From an optimization exercise on the open Yosys and OpenROAD flow, aimed at small area and a short achievable clock period; shortcuts taken in it are not production practice. The RTL was checked by simulation tests, not by an equivalence proof against the original design. No activity file was given, so power comes from the tool's default toggle rates.

==> flow/config.mk <==
export PLATFORM = sky130hd
export DESIGN_NAME = cpu_core
export DESIGN_NICKNAME = cpu_core
export VERILOG_FILES = /design/flow/design.v
export SDC_FILE = /design/flow/constraint.sdc
export NUM_CORES = 4
export LEC_CHECK = 0
export CAP_MARGIN = 20
export CORE_MARGIN = 2
export CORE_UTILIZATION = 30
export CTS_CLUSTER_DIAMETER = 100
export CTS_CLUSTER_SIZE = 25
export PLACE_DENSITY = 0.5
export SETUP_SLACK_MARGIN = 5
export SLEW_MARGIN = 20
==> flow/constraint.sdc <==
create_clock -name core_clock -period 10.0 [get_ports {clk}]
set_input_delay 2.0000 -clock core_clock [delete_from_list [all_inputs] [get_ports {clk}]]
set_output_delay 2.0000 -clock core_clock [all_outputs]
set_load 0.01 [all_outputs]
==> flow/design.v <==
package cpu_pkg;
    typedef logic [32-1:0] word_t;
    typedef logic [5-1:0] reg_addr_t;
    typedef logic [6-1:0] dmem_index_t;
    typedef enum logic [2:0] {
        RES_ADD,
        RES_LOGIC,
        RES_SLT,
        RES_SLL,
        RES_SRL
    } res_sel_e;
endpackage
module control_unit
(
    input  cpu_pkg::word_t     inst,
    output cpu_pkg::res_sel_e  res_sel,
    output logic [3:0]         logic_tt,     
    output logic               a_from_rt,    
    output logic               b_from_imm,
    output cpu_pkg::word_t     imm_word,
    output cpu_pkg::reg_addr_t rf_waddr,
    output logic               rf_wen,
    output logic               is_load,
    output logic               is_store,
    output logic               syscall,
    output logic               sub,
    output logic               ovf_check
);
    logic [5:0] opcode;
    logic [5:0] funct;
    logic [4:0] shamt;
    logic [4:0] rt;
    logic [4:0] rd;
    logic [15:0] imm;
    logic       dest_is_rd;
    logic       writes_reg;
    assign opcode = inst[31:26];
    assign rt     = inst[20:16];
    assign rd     = inst[15:11];
    assign shamt  = inst[10:6];
    assign funct  = inst[5:0];
    assign imm    = inst[15:0];
    always_comb begin
        res_sel    = cpu_pkg::RES_ADD;
        logic_tt   = 4'b1010;            
        a_from_rt  = 1'b0;
        b_from_imm = 1'b0;
        imm_word   = {{(32-16){imm[15]}}, imm};
        dest_is_rd = 1'b0;
        writes_reg = 1'b0;
        is_load    = 1'b0;
        is_store   = 1'b0;
        syscall    = 1'b0;
        sub        = 1'b0;
        ovf_check  = 1'b0;
        case (opcode)
            6'h00: begin
                dest_is_rd = 1'b1;
                writes_reg = 1'b1;
                case (funct)
                    6'h20: ovf_check = 1'b1;
                    6'h22: begin
                        sub       = 1'b1;
                        ovf_check = 1'b1;
                    end
                    6'h24: begin res_sel = cpu_pkg::RES_LOGIC; logic_tt = 4'b1000; end
                    6'h25:  begin res_sel = cpu_pkg::RES_LOGIC; logic_tt = 4'b1110; end
                    6'h26: begin res_sel = cpu_pkg::RES_LOGIC; logic_tt = 4'b0110; end
                    6'h2a: begin
                        res_sel = cpu_pkg::RES_SLT;
                        sub     = 1'b1;
                    end
                    6'h00, 6'h02: begin
                        res_sel    = (funct == 6'h00) ? cpu_pkg::RES_SLL : cpu_pkg::RES_SRL;
                        a_from_rt  = 1'b1;
                        b_from_imm = 1'b1;
                        imm_word   = {{(32-5){1'b0}}, shamt};
                    end
                    6'h0c: begin
                        writes_reg = 1'b0;
                        syscall    = 1'b1;
                    end
                    default: writes_reg = 1'b0;
                endcase
            end
            6'h08: begin
                b_from_imm = 1'b1;
                writes_reg = 1'b1;
                ovf_check  = 1'b1;
            end
            6'h0c, 6'h0d: begin
                res_sel    = cpu_pkg::RES_LOGIC;
                logic_tt   = (opcode == 6'h0c) ? 4'b1000 : 4'b1110;
                b_from_imm = 1'b1;
                writes_reg = 1'b1;
                imm_word   = {{(32-16){1'b0}}, imm};
            end
            6'h0f: begin
                res_sel    = cpu_pkg::RES_LOGIC;
                b_from_imm = 1'b1;
                writes_reg = 1'b1;
                imm_word   = {imm, 16'b0};
            end
            6'h23: begin
                b_from_imm = 1'b1;
                writes_reg = 1'b1;
                is_load    = 1'b1;
            end
            6'h2b: begin
                res_sel  = cpu_pkg::RES_LOGIC;
                is_store = 1'b1;
            end
            default: ;
        endcase
    end
    assign rf_waddr = dest_is_rd ? rd : rt;
    assign rf_wen   = writes_reg && (rf_waddr != '0);
endmodule
module register_file
(
    input  logic               clk,
    input  logic               rst,
    input  cpu_pkg::reg_addr_t raddr0_next,
    input  cpu_pkg::reg_addr_t raddr1_next,
    output cpu_pkg::word_t     rdata0,
    output cpu_pkg::word_t     rdata1,
    input  logic               wen,
    input  cpu_pkg::reg_addr_t waddr,
    input  cpu_pkg::word_t     wdata
);
    localparam int N = 32;
    localparam int W = 32;
    logic [N-1:1][W-1:0] regs;
    logic [N-1:1]        valid, valid_next;
    logic [N-1:1]        wsel, rsel0, rsel1;
    for (genvar i = 1; i < N; i++) begin : g_reg
        assign wsel[i]       = wen && (waddr == i);
        assign valid_next[i] = valid[i] || wsel[i];
        always_ff @(posedge clk or posedge rst) begin
            if (rst) valid[i] <= 1'b0;
            else     valid[i] <= valid_next[i];
        end
        always_ff @(posedge clk) begin
            rsel0[i] <= valid_next[i] && (raddr0_next == i);
            rsel1[i] <= valid_next[i] && (raddr1_next == i);
        end
        always_ff @(posedge clk) begin
            if (wsel[i]) regs[i] <= wdata;
        end
    end
    always_comb begin
        rdata0 = '0;
        rdata1 = '0;
        for (int i = 1; i < N; i++) begin
            rdata0 = rdata0 | (regs[i] & {W{rsel0[i]}});
            rdata1 = rdata1 | (regs[i] & {W{rsel1[i]}});
        end
    end
endmodule
module forward_unit
(
    input  cpu_pkg::word_t rf_value,
    input  logic           from_ex,      
    input  cpu_pkg::word_t ex_value,
    input  logic           from_mem,     
    input  cpu_pkg::word_t mem_value,
    output cpu_pkg::word_t value
);
    always_comb begin
        if (from_ex) begin
            value = ex_value;
        end else if (from_mem) begin
            value = mem_value;
        end else begin
            value = rf_value;
        end
    end
endmodule
module alu
(
    input  cpu_pkg::word_t    a,           
    input  cpu_pkg::word_t    b,           
    input  logic              sub,
    input  logic [4:0]        res_sel,     
    input  logic [3:0]        logic_tt,
    input  logic [3:0]        shift_bytes,   
    input  logic [7:0]        shift_bits,    
    output cpu_pkg::word_t    result
);
    localparam int W = 32;
    logic [W:0]     sum_ext;
    cpu_pkg::word_t sum;
    cpu_pkg::word_t logic_res;
    cpu_pkg::word_t shift_mid, shift_out, shift_rev;
    logic           lt;
    assign sum_ext = {a, 1'b1} + {b, sub};
    assign sum     = sum_ext[W:1];
    always_comb begin
        for (int i = 0; i < W; i++) begin
            logic_res[i] = logic_tt[{a[i], b[i]}];
        end
    end
    assign lt = (a[W-1] == b[W-1]) ? a[W-1] : sum[W-1];
    always_comb begin
        shift_mid = '0;
        for (int k = 0; k < 4; k++) begin
            shift_mid = shift_mid | ({W{shift_bytes[k]}} & (a >> (8 * k)));
        end
        shift_out = '0;
        for (int j = 0; j < 8; j++) begin
            shift_out = shift_out | ({W{shift_bits[j]}} & (shift_mid >> j));
        end
    end
    always_comb begin
        for (int i = 0; i < W; i++) begin
            shift_rev[i] = shift_out[W-1-i];
        end
    end
    assign result = ({W{res_sel[0]}} & sum)
                  | ({W{res_sel[1]}} & logic_res)
                  | ({W{res_sel[2]}} & {{(W-1){1'b0}}, lt})
                  | ({W{res_sel[3]}} & shift_rev)
                  | ({W{res_sel[4]}} & shift_out);
endmodule
module overflow_check
(
    input  cpu_pkg::word_t a,
    input  cpu_pkg::word_t b,
    input  logic           sub,
    output logic           g_hi,       
    output logic           p_hi,       
    output logic           g_lo,       
    output logic           same_sign   
);
    localparam int W = 32;
    logic [W-1:0] g [0:4];
    logic [W-1:0] p [0:4];
    assign g[0] = {a[W-2:0] & b[W-2:0], sub};
    assign p[0] = {a[W-2:0] | b[W-2:0], 1'b0};
    for (genvar l = 0; l < 4; l++) begin : g_level
        for (genvar i = 0; i < (W >> (l + 1)); i++) begin : g_node
            assign g[l+1][i] = g[l][2*i+1] | (p[l][2*i+1] & g[l][2*i]);
            assign p[l+1][i] = p[l][2*i+1] & p[l][2*i];
        end
        assign g[l+1][W-1:(W >> (l + 1))] = '0;
        assign p[l+1][W-1:(W >> (l + 1))] = '0;
    end
    assign g_hi      = g[4][1];
    assign p_hi      = p[4][1];
    assign g_lo      = g[4][0];
    assign same_sign = (a[W-1] == b[W-1]);
endmodule
module data_memory
(
    input  logic                 clk,
    input  cpu_pkg::dmem_index_t index_next,   
    input  logic                 wen,          
    input  cpu_pkg::word_t       wdata,        
    output cpu_pkg::word_t       rdata         
);
    localparam int N = 64;
    localparam int W = 32;
    logic [N-1:0][W-1:0]  mem;
    logic [N-1:0]         ex_sel;
    cpu_pkg::dmem_index_t ex_index, mem_index;
    cpu_pkg::word_t       ex_rdata;
    always_ff @(posedge clk) begin
        ex_index  <= index_next;
        mem_index <= ex_index;
    end
    for (genvar i = 0; i < N; i++) begin : g_word
        always_ff @(posedge clk) begin
            ex_sel[i] <= (index_next == i);
        end
        always_ff @(posedge clk) begin
            if (wen && (mem_index == i)) mem[i] <= wdata;
        end
    end
    always_comb begin
        ex_rdata = '0;
        for (int i = 0; i < N; i++) begin
            ex_rdata = ex_rdata | (mem[i] & {W{ex_sel[i]}});
        end
    end
    always_ff @(posedge clk) begin
        rdata <= (wen && (mem_index == ex_index)) ? wdata : ex_rdata;
    end
endmodule
module cpu_core
(
    input  logic               clk,
    input  logic               rst,
    output cpu_pkg::word_t     imem_addr,
    input  cpu_pkg::word_t     imem_data,
    output logic               wb_en,
    output cpu_pkg::reg_addr_t wb_addr,
    output cpu_pkg::word_t     wb_data,
    output logic               overflow,
    output logic               syscall
);
    logic [32-1:2] pc;
    logic               if_a_from_rt;
    cpu_pkg::reg_addr_t if_a_reg;
    logic               id_a_from_ex, id_a_from_mem, id_b_from_ex, id_b_from_mem;
    logic [5:0]         id_op;
    logic [25:0]        id_low;
    cpu_pkg::word_t     id_inst;
    cpu_pkg::res_sel_e  id_res_sel;
    logic [3:0]         id_logic_tt;
    logic               id_a_from_rt, id_b_from_imm;
    cpu_pkg::word_t     id_imm_word;
    cpu_pkg::reg_addr_t id_waddr;
    logic               id_wen, id_load, id_store, id_syscall, id_sub, id_ovf_check;
    cpu_pkg::word_t     rf_a, rf_b, id_a_value, id_a_reversed, id_b_value, id_b_operand;
    logic [7:0]         id_addr_lo;
    logic               id_ovf_g_hi, id_ovf_p_hi, id_ovf_g_lo, id_same_sign;
    logic               ex_ovf_g_hi, ex_ovf_p_hi, ex_ovf_g_lo, ex_a_sign, ex_ovf_armed;
    cpu_pkg::word_t     ex_a, ex_b;
    logic               ex_sub;
    logic [4:0]         ex_res_sel;
    logic [3:0]         ex_logic_tt;
    logic [3:0]         ex_shift_bytes;
    logic [7:0]         ex_shift_bits;
    cpu_pkg::reg_addr_t ex_waddr;
    logic               ex_wen, ex_load, ex_store, ex_syscall;
    cpu_pkg::word_t     alu_result;
    cpu_pkg::word_t     mem_alu_result, mem_rdata, mem_value;
    cpu_pkg::reg_addr_t mem_waddr;
    logic               mem_wen, mem_load, mem_store, mem_syscall;
    always_ff @(posedge clk or posedge rst) begin
        if (rst) pc <= '0;
        else     pc <= pc + 1'b1;
    end
    assign imem_addr = {pc, 2'b00};
    always_ff @(posedge clk or posedge rst) begin
        if (rst) id_op <= 6'h3f;
        else     id_op <= imem_data[31:26];
    end
    always_ff @(posedge clk) begin
        id_low <= imem_data[25:0];
    end
    assign id_inst = {id_op, id_low};
    assign if_a_from_rt = (imem_data[31:26] == 6'h00)
                       && ((imem_data[5:0] == 6'h00) || (imem_data[5:0] == 6'h02));
    assign if_a_reg     = if_a_from_rt ? imem_data[20:16] : imem_data[25:21];
    always_ff @(posedge clk) begin
        id_a_from_ex  <= id_wen && (id_waddr == if_a_reg);
        id_a_from_mem <= ex_wen && (ex_waddr == if_a_reg);
        id_b_from_ex  <= id_wen && (id_waddr == imem_data[20:16]);
        id_b_from_mem <= ex_wen && (ex_waddr == imem_data[20:16]);
    end
    control_unit i_control_unit (
        .inst       (id_inst),
        .res_sel    (id_res_sel),
        .logic_tt   (id_logic_tt),
        .a_from_rt  (id_a_from_rt),
        .b_from_imm (id_b_from_imm),
        .imm_word   (id_imm_word),
        .rf_waddr   (id_waddr),
        .rf_wen     (id_wen),
        .is_load    (id_load),
        .is_store   (id_store),
        .syscall    (id_syscall),
        .sub        (id_sub),
        .ovf_check  (id_ovf_check)
    );
    register_file i_register_file (
        .clk         (clk),
        .rst         (rst),
        .raddr0_next (if_a_reg),
        .raddr1_next (imem_data[20:16]),
        .rdata0      (rf_a),
        .rdata1      (rf_b),
        .wen         (mem_wen),
        .waddr       (mem_waddr),
        .wdata       (mem_value)
    );
    forward_unit i_forward_a (
        .rf_value  (rf_a),
        .from_ex   (id_a_from_ex),
        .ex_value  (alu_result),
        .from_mem  (id_a_from_mem),
        .mem_value (mem_value),
        .value     (id_a_value)
    );
    forward_unit i_forward_b (
        .rf_value  (rf_b),
        .from_ex   (id_b_from_ex),
        .ex_value  (alu_result),
        .from_mem  (id_b_from_mem),
        .mem_value (mem_value),
        .value     (id_b_value)
    );
    always_comb begin
        for (int i = 0; i < 32; i++) begin
            id_a_reversed[i] = id_a_value[32-1-i];
        end
    end
    assign id_b_operand = id_b_from_imm ? id_imm_word : (id_b_value ^ {32{id_sub}});
    overflow_check i_overflow_check (
        .a         (id_a_value),
        .b         (id_b_operand),
        .sub       (id_sub),
        .g_hi      (id_ovf_g_hi),
        .p_hi      (id_ovf_p_hi),
        .g_lo      (id_ovf_g_lo),
        .same_sign (id_same_sign)
    );
    assign id_addr_lo = id_a_value[7:0] + id_inst[7:0];
    always_ff @(posedge clk) begin
        ex_a        <= (id_res_sel == cpu_pkg::RES_SLL) ? id_a_reversed : id_a_value;
        ex_b        <= id_b_operand;
        ex_sub      <= id_sub;
        ex_res_sel  <= {id_res_sel == cpu_pkg::RES_SRL, id_res_sel == cpu_pkg::RES_SLL,
                        id_res_sel == cpu_pkg::RES_SLT, id_res_sel == cpu_pkg::RES_LOGIC,
                        id_res_sel == cpu_pkg::RES_ADD};
        ex_logic_tt <= id_logic_tt;
        for (int k = 0; k < 4; k++) ex_shift_bytes[k] <= (id_inst[10:9] == k);
        for (int j = 0; j < 8; j++) ex_shift_bits[j]  <= (id_inst[8:6] == j);
        ex_waddr    <= id_waddr;
        ex_load     <= id_load;
        ex_ovf_g_hi <= id_ovf_g_hi;
        ex_ovf_p_hi <= id_ovf_p_hi;
        ex_ovf_g_lo <= id_ovf_g_lo;
        ex_a_sign   <= id_a_value[32-1];
    end
    always_ff @(posedge clk or posedge rst) begin
        if (rst) begin
            ex_wen     <= 1'b0;
            ex_store   <= 1'b0;
            ex_syscall <= 1'b0;
            ex_ovf_armed <= 1'b0;
        end else begin
            ex_wen     <= id_wen;
            ex_store   <= id_store;
            ex_syscall <= id_syscall;
            ex_ovf_armed <= id_ovf_check && id_same_sign;
        end
    end
    alu i_alu (
        .a           (ex_a),
        .b           (ex_b),
        .sub         (ex_sub),
        .res_sel     (ex_res_sel),
        .logic_tt    (ex_logic_tt),
        .shift_bytes (ex_shift_bytes),
        .shift_bits  (ex_shift_bits),
        .result      (alu_result)
    );
    assign overflow = ex_ovf_armed && ((ex_ovf_g_hi || (ex_ovf_p_hi && ex_ovf_g_lo)) != ex_a_sign);
    always_ff @(posedge clk) begin
        mem_alu_result <= alu_result;
        mem_waddr      <= ex_waddr;
        mem_load       <= ex_load;
    end
    always_ff @(posedge clk or posedge rst) begin
        if (rst) begin
            mem_wen     <= 1'b0;
            mem_store   <= 1'b0;
            mem_syscall <= 1'b0;
        end else begin
            mem_wen     <= ex_wen;
            mem_store   <= ex_store;
            mem_syscall <= ex_syscall;
        end
    end
    data_memory i_data_memory (
        .clk        (clk),
        .index_next (id_addr_lo[6+1:2]),
        .wen        (mem_store),
        .wdata      (mem_alu_result),
        .rdata      (mem_rdata)
    );
    assign mem_value = mem_load ? mem_rdata : mem_alu_result;
    always_ff @(posedge clk) begin
        wb_data <= mem_value;
        wb_addr <= mem_waddr;
    end
    always_ff @(posedge clk or posedge rst) begin
        if (rst) begin
            wb_en   <= 1'b0;
            syscall <= 1'b0;
        end else begin
            wb_en   <= mem_wen;
            syscall <= mem_syscall;
        end
    end
endmodule
==> flow/flow/run.sh <==
#!/bin/bash
# The standard layout with two changes to how it is made:
#  - ORFS's timing repair aims at a 4 ns period (setup slack margin 6 ns
#    against the 10 ns clock) instead of 5 ns;
#  - the buffer that ORFS puts on every input and output port is a plain
#    buf_4 instead of the delay cell it picks by default.
# The whole make output goes to standard.log; ORFS keeps each step's log
# under orfs/logs/.
set -euo pipefail
bash standard.sh SETUP_SLACK_MARGIN=6 \
    'BUFFER_PORTS_ARGS=-buffer_cell sky130_fd_sc_hd__buf_4' \
    finish > standard.log 2>&1
==> flow/standard.sh <==
#!/bin/bash
# synth_recipe.tcl (not shown) runs the flow's synth.tcl, then flattens the netlist and writes it again
# the make line also repeats each setting of config.mk as NAME=value (left out here)
make -C /OpenROAD-flow-scripts/flow DESIGN_CONFIG=/design/flow/config.mk WORK_HOME=/design/flow/orfs CLKGATE_MAP_FILE= SYNTH_SCRIPT=/design/flow/synth_recipe.tcl "${@:-finish}"
==> metrics list, run 1 <==
* Hold path cells: 0
- The first detailed-routing pass took 17 iterations.
- Entering global routing, the biggest net connects 67 pins.
- Cells taking the most area after synthesis: sky130_fd_sc_hd__edfxtp_1, sky130_fd_sc_hd__dfxtp_1, sky130_fd_sc_hd__a22o_1
- Max-cap violations in this run came to 0.
- Area of combinational cells with multiple inputs: 33500 µm²
- Type of the worst min-delay path: reg2reg
- The first global-routing pass estimated a little under 900000 µm of wire.
* Clock Latency Late Sink: 970 ps
- The placed instances occupy a cell area of 144000 µm².
* Ys flop type: sky130_fd_sc_hd__edfxtp_1
* Crit path time final: 4360 ps
* Global router's overall resource usage: 0.291
- Fraction of final layout cells sized beyond drive strength 1: 0.166
* Cell area after layout: 152000 µm²
- Setup Slack @ Placement: ~4300 ps
* Number of placed instances with taps included: 14300
- Core Area: 445000 µm²
- The share of synthesized area in the top cell type comes to 0.680.
* Buf/Inv on CP: 5
* Chip Width: 673 µm
- HPWL Detailed: 386000 µm
* Vias after detailed routing: slightly below 100k
- In this run the remaining antenna-violating nets after routing total 0.
* Initial antenna violation count: 40
- In this run, synthesis produced a sequential element count of approximately 3500.
* Power Total: 28.2 mW
- Count of hold buffers inserted by post-cts repair: 0
* Max Clock Freq: 0.229 GHz
* Site Rows: 245
- Fill cells in the final layout number about 42000.
- In this run the mean area of a mapped cell was 16.0 µm².
- The worst setup path is captured at a register.
- Root cell of the clock tree: sky130_fd_sc_hd__clkbuf_16
- Height of the die: 673 µm
* Iteration-0 DRC count of the detailed router: approximately 20000
- Fraction of the cycle the final worst path needs: 0.436
- Total Die Area: approximately 450000 µm²
- Of all nets on the critical path, the largest fanout is 18.
- # clock sinks: 3481
* Number of nets in the layout: 8719
- Post-synth EDFFs: just over 3000
- The number of clock buffers added by TritonCTS is between 150 and 200.
- Category of the most critical setup path: reg2reg
- RD Place Congestion: just under 1
- In the routed design, unresolved DRC markers number 0.
- Synthesis handed over a netlist of about 8400 instances.
- Stages on worst setup path: 16
- Worst slew margin relative to its limit: 0.151
- Static leakage power: 48.3 nW
- Final Max Slew Viols: 0
- CTS built an H-tree with a depth of 4.
* Register cell area after layout: 101000 µm²
* CTS tree: done
- Register area share after synthesis: 0.749
- Largest stage delay, worst path: 530 ps
* Required time worst endpoint: approximately 11000 ps
* Area added between synthesis and finish: 13.5%
- At the pin with the least slew margin, the transition time is between 1000 and 1500 ps.
* Hold Vio Cnt, Final: 0
- RSZ-0062 raised after global routing: true
- Summed instance area of the synthesized netlist: 134000 µm²
- Initial Utilization: 0.301
* Top-Level Pins: ~110
* Maximum number of buffers from clock root to sink: 4
- Number of distinct library cells after synthesis: 87
* Worst setup skew after layout: roughly 90 ps
- The via count of the first global-routing pass was 90700.
* Worst endpoint data arrival time: around 5300 ps
* Cell-by-cell trace of the critical path: buf_4 > buf_6 > a22o_1 > a221oi_1 > nand3_1 > nor3_2 > a211oi_1 > buf_4 > a21oi_2 > inv_1 > ha_1 > or4b_4 > o311ai_4 > buf_6 > nand2_8 > nor2_2
* Type of origin of the critical path: register
- Cell class contributing the biggest share of worst-path delay: simple AND/OR/NAND/NOR gates
* IR drop worst, VDD: 140 µV
- After global routing the overflow that remains totals 0.
- For this run, asynchronously set or reset flops after synthesis account for 0.0218.
* IO buf count: roughly 100
* Setup violations, final: 0
* Run status: finished clean
- In the routed layout, each cell is associated on average with a via count of 6.70.
* PwrDens: 185 nW/µm²
* Final WS setup: 5640 ps
* CP max stage cell: sky130_fd_sc_hd__or4b_4
* Routed Wire Length: 684000 µm
- Setup total negative slack on the finished layout was measured at 0 ps.
- Non-filler instance count after layout: between 10000 and 15000
- The biggest area contributor in the post-synthesis netlist is sky130_fd_sc_hd__edfxtp_1.
* Number of warnings issued by yosys: 9
- Length in cells of the worst reg-to-reg path: 16
* Clk pin slew, worst setup/hold paths: 100 ps
- Dividing the detail-routed wire length by the instance count gives ~47 µm.
==> through the flow <==
step / hold slack [ps] / utilization
after global routing: 359 / 0.342
after floorplan: 310 / -
after CTS: 351 / 0.340
after global placement: 319 / 0.324
final: 356 / 0.342
after detailed placement: 330 / 0.324
==> layout make-up <==
type,count,share of cell area
multi-input cells,4257,0.220
flip-flops and latches,3481,0.662
clock inverters,26,0.00230
well taps,5928,0.0487
diodes,16,0.000263
clock buffers,250,0.0300
inverters,142,0.00353
repair buffers,596,0.0333
==> sequential cells by signal (all words and copies together), names as in the netlist, 8 cells and up <==
| signal | count |
|---|---|
| i_register_file.regs | 992 |
| mem_alu_result | 32 |
| ex_shift_bits | 8 |
| i_register_file.rsel1 | 31 |
| i_register_file.rsel0 | 31 |
| i_data_memory.mem | 2048 |
| pc | 30 |
| i_data_memory.ex_sel | 64 |
| ex_a | 32 |
| id_low | 21 |
| i_data_memory.rdata | 32 |
| i_register_file.valid | 31 |
| wb_data | 32 |
| ex_b | 32 |
==> synth_stat cells (12+ instances only) <==
| cell type | count |
|---|---|
| sky130_fd_sc_hd__buf_1 | 88 |
| sky130_fd_sc_hd__o22ai_1 | 17 |
| sky130_fd_sc_hd__inv_1 | 137 |
| sky130_fd_sc_hd__dfrtp_1 | 70 |
| sky130_fd_sc_hd__a211o_1 | 13 |
| sky130_fd_sc_hd__a222oi_1 | 32 |
| sky130_fd_sc_hd__o21a_1 | 13 |
| sky130_fd_sc_hd__a22o_1 | 778 |
| sky130_fd_sc_hd__o31ai_1 | 12 |
| sky130_fd_sc_hd__nand4_1 | 277 |
| sky130_fd_sc_hd__mux2i_1 | 97 |
| sky130_fd_sc_hd__or4_1 | 40 |
| sky130_fd_sc_hd__edfxtp_1 | 3040 |
| sky130_fd_sc_hd__mux2_2 | 66 |
| sky130_fd_sc_hd__nand3_1 | 163 |
| sky130_fd_sc_hd__dfxtp_1 | 365 |
| sky130_fd_sc_hd__and2_1 | 12 |
| sky130_fd_sc_hd__xnor2_1 | 59 |
| sky130_fd_sc_hd__nor4_1 | 43 |
| sky130_fd_sc_hd__or2_2 | 15 |
| sky130_fd_sc_hd__ha_1 | 38 |
| sky130_fd_sc_hd__a21o_1 | 20 |
| sky130_fd_sc_hd__nor2_1 | 280 |
| sky130_fd_sc_hd__nand2b_1 | 19 |
| sky130_fd_sc_hd__a22oi_1 | 557 |
| sky130_fd_sc_hd__a21oi_1 | 201 |
| sky130_fd_sc_hd__and3_1 | 23 |
| sky130_fd_sc_hd__clkbuf_1 | 437 |
| sky130_fd_sc_hd__xor2_1 | 27 |
| sky130_fd_sc_hd__nor2b_1 | 18 |
| sky130_fd_sc_hd__a211oi_1 | 52 |
| sky130_fd_sc_hd__or3_1 | 15 |
| sky130_fd_sc_hd__nor3_1 | 115 |
| sky130_fd_sc_hd__nand2_1 | 226 |
| sky130_fd_sc_hd__o21ai_0 | 91 |
| sky130_fd_sc_hd__a221oi_1 | 767 |
==> path summary, 6_finish.rpt <==
kind | startpoint | to | slack [ps]
min in group asynchronous | rst | pc[6]$_DFF_PP0_ | 1030
max reg2reg | i_register_file.rsel0[1]$_DFF_P_ | i_data_memory.ex_sel[63]$_DFF_P_ | 5640
max | i_register_file.rsel0[1]$_DFF_P_ | i_data_memory.ex_sel[63]$_DFF_P_ | 5640
max in group asynchronous | rst | i_register_file.valid[29]$_DFF_PP0_ | 7780
min | ex_load$_DFF_P_ | mem_load$_DFF_P_ | 360
min reg2reg | ex_load$_DFF_P_ | mem_load$_DFF_P_ | 360
==> logic make-up after synthesis <==
family | count (synthesis) | synth area share
AOI/OAI and AO/OA | 2673 | 0.160
xor gates and xnor gates | 86 | 0.00561
adders and majority gates | 49 | 0.00446
buffers and inverters | 676 | 0.0191
DFF | 3481 | 0.749
muxes | 163 | 0.0128
other | 1 | 0.0000280
and+or+nand+nor | 1282 | 0.0487
==> timing repair <==
item | in CTS | in global routing
buffers inserted | 63 | 31
endpoints found under the setup margin | 108 | 75
pin swaps | 77 | 46
gates resized for setup | 381 | 115
gates cloned | 3 | 2
==> cell usage in the layout, fill, tap and decap left out, types with 19 or more instances in the layout <==
cell and instances:
sky130_fd_sc_hd__a221oi_1 758, sky130_fd_sc_hd__a21oi_2 23, sky130_fd_sc_hd__nand2_1 210, sky130_fd_sc_hd__o21ai_0 77
sky130_fd_sc_hd__nand4_1 277, sky130_fd_sc_hd__xor2_1 25, sky130_fd_sc_hd__buf_4 518, sky130_fd_sc_hd__buf_6 43
sky130_fd_sc_hd__nor2_4 121, sky130_fd_sc_hd__a222oi_1 32, sky130_fd_sc_hd__clkbuf_1 79, sky130_fd_sc_hd__nor2_1 137
sky130_fd_sc_hd__nor3_1 90, sky130_fd_sc_hd__ha_1 29, sky130_fd_sc_hd__or4_1 36, sky130_fd_sc_hd__mux2_2 66
sky130_fd_sc_hd__mux2i_1 83, sky130_fd_sc_hd__dfxtp_2 167, sky130_fd_sc_hd__a22oi_1 554, sky130_fd_sc_hd__nor4_1 21
sky130_fd_sc_hd__xnor2_1 56, sky130_fd_sc_hd__inv_1 128, sky130_fd_sc_hd__nand2b_1 19, sky130_fd_sc_hd__a211oi_1 35
sky130_fd_sc_hd__a22o_1 777, sky130_fd_sc_hd__a21oi_1 173, sky130_fd_sc_hd__nand3_1 156, sky130_fd_sc_hd__dfrtp_1 70
sky130_fd_sc_hd__dfxtp_4 29, sky130_fd_sc_hd__nor2_2 22, sky130_fd_sc_hd__dfxtp_1 169, sky130_fd_sc_hd__edfxtp_1 3040
sky130_fd_sc_hd__clkbuf_16 172, sky130_fd_sc_hd__a21o_1 20
==> layer usage <==
layer,vias to the layer above,track usage,share of wire
met3,2554,0.0882,0.13
met5,-,0,0.00026
met1,51000,0.366,0.36
met4,24,0.166,0.076
met2,9268,0.445,0.43
li1,35600,-,-
==> report_power, final <==
group | switching, mW | internal, mW | leakage [nW] | total, mW
Clock | 4.90 | 3.27 | 2.37 | 8.18
Sequential | 0.437 | 16.6 | 32.0 | 17.1
Combinational | 2.20 | 0.708 | 13.9 | 2.91
Total | 7.54 | 20.6 | 48.3 | 28.2
==> run 2: changes to the inputs <==
==> flow/run.sh (new file) <==
#!/bin/bash
# synth_recipe.tcl (not shown) runs the flow's synth.tcl, then flattens the netlist and writes it again
# the make line also repeats each setting of config.mk as NAME=value (left out here)
make -C /OpenROAD-flow-scripts/flow DESIGN_CONFIG=/design/flow/config.mk WORK_HOME=/design/flow/orfs CLKGATE_MAP_FILE= SYNTH_SCRIPT=/design/flow/synth_recipe.tcl finish
--- a/flow/config.mk
+++ b/flow/config.mk
@@ -8,5 +8,5 @@
 export CAP_MARGIN = 20
 export CORE_MARGIN = 2
-export CORE_UTILIZATION = 30
+export CORE_UTILIZATION = 35
 export CTS_CLUSTER_DIAMETER = 100
 export CTS_CLUSTER_SIZE = 25
removed: flow/flow/run.sh
removed: flow/standard.sh
==> metrics list, run 2 <==
* CP max stage cell: sky130_fd_sc_hd__or4b_2 (was sky130_fd_sc_hd__or4b_4)
- The first-pass iteration count of the detailed router was 12 (was 17).
* R2R Path Start: i_register_file.rsel0[15]$_DFF_P_ (was i_register_file.rsel0[1]$_DFF_P_)
- The TritonCTS clock tree is done (unchanged).
* Initial Utilization: 0.351 (was 0.301)
* Maximum fanout along the worst path: 18 (unchanged)
* Category of the most critical setup path: reg2reg (unchanged)
* Site Rows: 227 (was 245)
- The required time of the critical path came to 10870 ps (was 10890 ps).
* Final Max Slew Viols: 0 (unchanged)
- The post-place setup slack is 4230 ps (was 4300 ps).
* RD Place Congestion: 0.972 (was 0.984)
- The most common library cell in the layout ignoring fill and taps is sky130_fd_sc_hd__edfxtp_1 (unchanged).
* Cell mode on critical path: sky130_fd_sc_hd__buf_4
- The final standard cell count with taps included and fillers excluded is 13700 (was 14700).
* Global router's overall resource usage: 0.341 (was 0.291)
- Cells taking the most area after synthesis: sky130_fd_sc_hd__edfxtp_1, sky130_fd_sc_hd__dfxtp_1, sky130_fd_sc_hd__a22o_1 (unchanged).
- Endpoint of the worst-slack reg-to-reg timing path: i_data_memory.ex_sel[28]$_DFF_P_ (was i_data_memory.ex_sel[63]$_DFF_P_)
* Number of warnings issued by yosys: 9 (unchanged)
- Number of distinct library cells after synthesis: 87 (unchanged)
- Core Area: 382000 µm² (was 445000 µm²)
- The total of endpoints with negative setup slack in the final report was 0 (unchanged).
- Total global routing overflow: 0 (unchanged)
- Mux cell area share after synthesis: 0.0128 (unchanged)
* Iteration-0 DRC count of the detailed router: 20900 (was 20500)
- The largest register by flop count was i_data_memory.mem (unchanged).
* Hold path cells: 0 (unchanged)
- Run status: finished clean (unchanged)
* Total Die Area: 388000 µm² (was 453000 µm²)
- The final net count is 8646 (was 8719).
* Synthesized-area fraction occupied by ao, oa, aoi and oai cells: 0.160 (unchanged)
* Initial antenna violation count: 48 (was 40)
- Type of the worst min-delay path: reg2reg (unchanged)
* Crit path time final: 5090 ps (was 4360 ps)
- Mean post-synth cell area: 16.0 µm² (unchanged)
- Startpoint of the tightest hold check path: ex_load$_DFF_P_ (unchanged)
- The most frequently used flop master after synthesis is sky130_fd_sc_hd__edfxtp_1 (unchanged).
* Via count of the first global-routing pass: 90400 (was 90700)
- Commonest cells after routing, fill and taps aside: sky130_fd_sc_hd__edfxtp_1, sky130_fd_sc_hd__a22o_1, sky130_fd_sc_hd__a221oi_1 (unchanged)
* Final WS setup: 4910 ps (was 5640 ps)
* Largest stage delay, worst path: 680 ps (was 530 ps)
* HPWL Detailed: 386000 µm (about the same)
- The slack of the worst reg-to-reg path was 4910 ps (was 5640 ps).
* Cell-by-cell trace of the critical path: buf_4 > buf_4 > a22o_1 > a221oi_1 > nand4_1 > nor3_2 > a211oi_1 > a21oi_1 > inv_1 > ha_1 > or4b_2 > o311ai_4 > nand2_4 > nor2_1 (was buf_4 > buf_6 > a22o_1 > a221oi_1 > nand3_1 > nor3_2 > a211oi_1 > buf_4 > a21oi_2 > inv_1 > ha_1 > or4b_4 > o311ai_4 > buf_6 > nand2_8 > nor2_2)
- The buffer type at the clock tree root was sky130_fd_sc_hd__clkbuf_16 (unchanged).
- The number of top-level design ports is 106 (unchanged).
- The share of flip-flops with an asynchronous set or reset after synthesis is 0.0218 (unchanged).
- The area overhead of the layout relative to synthesis was 11.1% (was 13.5%).
- Fraction of final layout cells sized beyond drive strength 1: 0.120 (was 0.166)
- The source-to-sink clock delay at the later pin of the worst-skew pair came to 990 ps (was 970 ps).
* Length in cells of the worst reg-to-reg path: 14 (was 16)
- Via density: 7.19 (was 6.70)
- Cell class contributing the biggest share of worst-path delay: simple AND/OR/NAND/NOR gates (unchanged)
* Max FFs per register: 2048 (unchanged)
- The normalized max-slew margin was 0.0889 (was 0.151).
- The total power density per cell area came to 188 nW/µm² (was 185 nW/µm²).
- The number of buffers added on ports is 103 (unchanged).
- The arrival time reported for the critical path endpoint is 5960 ps (was 5250 ps).
- The y dimension of the die came to 623 µm (was 673 µm).
* Chip Width: 623 µm (was 673 µm)
- The cts-stage hold buffer count is 0 (unchanged).
- Slew at the pin closest to its max-slew limit: 1360 ps (was 1270 ps)
- The routed length per placed instance is 49.9 µm (was 46.6 µm).
- The startpoint class of the critical path is a register (unchanged).
* IR drop worst, VDD: 146 µV (was 140 µV)
- Number of levels in the clock H-tree: 4 (unchanged)
* # clock sinks: 3481 (unchanged)
- The hold-critical path endpoint is mem_load$_DFF_P_ (unchanged).
* Pin count of the biggest net entering global routing: 67 (unchanged)
* Dominant combinational cell family by area after synthesis: compound AO/OA/AOI/OAI gates (unchanged)
- Area leader, netlist: sky130_fd_sc_hd__edfxtp_1 (unchanged)
* Vias after detailed routing: 98900 (was 98500)
- Fraction of the cycle the final worst path needs: 0.509 (was 0.436)
- Worst setup skew after layout: 131 ps (was 90.2 ps)
- The post-synthesis cell area is 134000 µm² (unchanged).
* Buf/Inv on CP: 3 (was 5)
- The first-pass GRT wire length was 885000 µm (about the same).
- RSZ-0062 raised after global routing: false (was true)
* Number of placed instances with taps included: 13400 (was 14300)
- The endpoint type of the worst setup path is a register (unchanged).
- Hold_ws: 336 ps (was 356 ps)
- Hold Vio Cnt, Final: 0 (unchanged)
- The sequential fraction of the synthesis area came to 0.749 (unchanged).
* Number of synthesized register bits: 3481 (unchanged)
- Number of maximum-capacitance constraint violations: 0 (unchanged)
- The peak clock frequency supported by timing is 0.196 GHz (was 0.229 GHz).
- Clk pin slew, worst setup/hold paths: 110 ps (was 100 ps)
* Number of standard cells after synthesis: 8411 (unchanged)
- The total negative setup slack was 0 ps (unchanged).
- The synthesized-area fraction occupied by xor and xnor cells was 0.00561 (unchanged).
- Post-synth EDFFs: 3040 (unchanged)
- Most instantiated library cell after synthesis: sky130_fd_sc_hd__edfxtp_1 (unchanged)
- The number of fillers in the final layout was 34800 (was 42400).
* Maximum number of buffers from clock root to sink: 4 (unchanged)
- Synthesized-area fraction occupied by and/or/nand/nor cells: 0.0487 (unchanged)
* Routed Wire Length: 686000 µm (was 684000 µm)
* Portion of synthesized cell area occupied by the leading cell type: 0.680 (unchanged)
- The adder and majority cell fraction of the synthesized area was 0.00446 (unchanged).
- Static leakage power: 47.4 nW (was 48.3 nW)
- The count of antenna-violating nets left after detailed routing is 0 (unchanged).
* Registers with the most flip-flops: i_data_memory.mem (2048), i_register_file.regs (992), i_data_memory.ex_sel (64) (unchanged)
- Number of buffers inserted during clock tree synthesis: 170 (was 168)
- The detailed-route DRC error count is 0 (unchanged).
- Leading post-synthesis cells by instance count: sky130_fd_sc_hd__edfxtp_1, sky130_fd_sc_hd__a22o_1, sky130_fd_sc_hd__a221oi_1 (unchanged).
run 2: changes by cell type in the layout (fill, tap and decap cells not counted), sizes merged, moves of 2 or more:
cell	change
bufinv	+2
clkbuf	-2
inv	-4
clkdlybuf4s50	+103
buf	-176
diode	+18
run 2: final cells by class:
type / instances / area, µm² / share of cell area
sequential: 3481 / 101000 / 0.676
inverter: 142 / 536 / 0.00359
tap: 5038 / 6300 / 0.0423
antenna: 34 / 85.1 / 0.000571
timing repair buffer: 523 / 4270 / 0.0286
multi-input combinational: 4255 / 32200 / 0.216
clock buffer: 248 / 4610 / 0.0309
clock inverter: 26 / 347 / 0.00233
run 2: layer usage:
layer / part of all wire / global-route usage / vias to the layer above / routed length [µm]
met5: 0.00082 / 0.00420 / - / 561
li1: - / - / 35500 / -
met1: 0.34 / 0.420 / 51000 / 235000
met2: 0.43 / 0.512 / 9675 / 294000
met3: 0.14 / 0.106 / 2729 / 95800
met4: 0.089 / 0.233 / 47 / 61000
run 2: worst max-delay path by stage:
| stage | slack, ps | cells after the start | endpoint | start |
|---|---|---|---|---|
| 2_1_floorplan | 5840 | 17 | i_data_memory.ex_sel[0]$_DFF_P_ | ex_a[0]$_DFF_P_ |
| 3_3_place_gp | 4080 | 18 | i_data_memory.ex_sel[28]$_DFF_P_ | i_register_file.rsel0[23]$_DFF_P_ |
| 3_5_place_dp | 4230 | 11 | i_data_memory.ex_sel[28]$_DFF_P_ | ex_shift_bytes[2]$_DFF_P_ |
| 4_1_cts | 4940 | 18 | i_data_memory.ex_sel[28]$_DFF_P_ | i_register_file.rsel0[4]$_DFF_P_ |
| 5_1_grt | 5010 | 14 | i_data_memory.ex_sel[28]$_DFF_P_ | i_register_file.rsel0[15]$_DFF_P_ |
| 6_report | 4910 | 14 | i_data_memory.ex_sel[28]$_DFF_P_ | i_register_file.rsel0[15]$_DFF_P_ |
run 2: report_power, final:
part | switching [mW] | internal (mW)
Clock | 4.87 | 3.32
Combinational | 2.15 | 0.655
Sequential | 0.424 | 16.6
Total | 7.45 | 20.6
run 2: cells by family after synthesis:
group | after synthesis
DFF | 3481
buffers and inverters | 676
adders and majority gates | 49
other | 1
xor gates and xnor gates | 86
AOI/OAI and AO/OA | 2673
and+or+nand+nor | 1282
muxes | 163
run 2: timing repair:
item,4_1_cts,5_1_grt
gates cloned,0,0
resized for setup,18,26
setup endpoints to repair,70,68
buffers inserted,8,5
pin swaps,4,5
run 2: per-stage QoR:
| step | area (µm²) | total power [mW] | utilization |
|---|---|---|---|
| floorplan | 134000 | 18.3 | - |
| global placement | 143000 | 20.0 | 0.376 |
| detailed placement | 144000 | 20.0 | 0.376 |
| CTS | 149000 | 27.9 | 0.389 |
| global route | 149000 | 28.6 | 0.390 |
| finish | 149000 | 28.1 | 0.390 |

==> afterwards: timing with drivers on the ports <==
Ports are ideal in the flow. The routed layouts listed here were re-timed in OpenROAD. Step 1 sets driving cells, clkbuf_16 on the clock port and buf_2 on the other inputs (assumed; they add their load-dependent delay and slew). Step 2 adds t to the input delays and takes it off the output delays; t is the mean of the earliest and latest rising clock arrival at the registers after step 1. Input paths then give back, and output paths get back, about the clock's delay inside the block. Three values: ideal, step 1, step 2; two values: the first two.
run | t (ns) | setup slack, ns | worst slew at a driven data input, ns
run 1 | 1.040 | 5.639 / 5.639 / 5.296 | 0.09
run 2 | 1.031 | 4.910 / 4.910 / 4.343 | 0.04
After both steps every run listed still meets setup and hold. The setup slack of run 2, which loses most, moves by 0.000 ns with the drivers and by -0.567 ns with both steps.
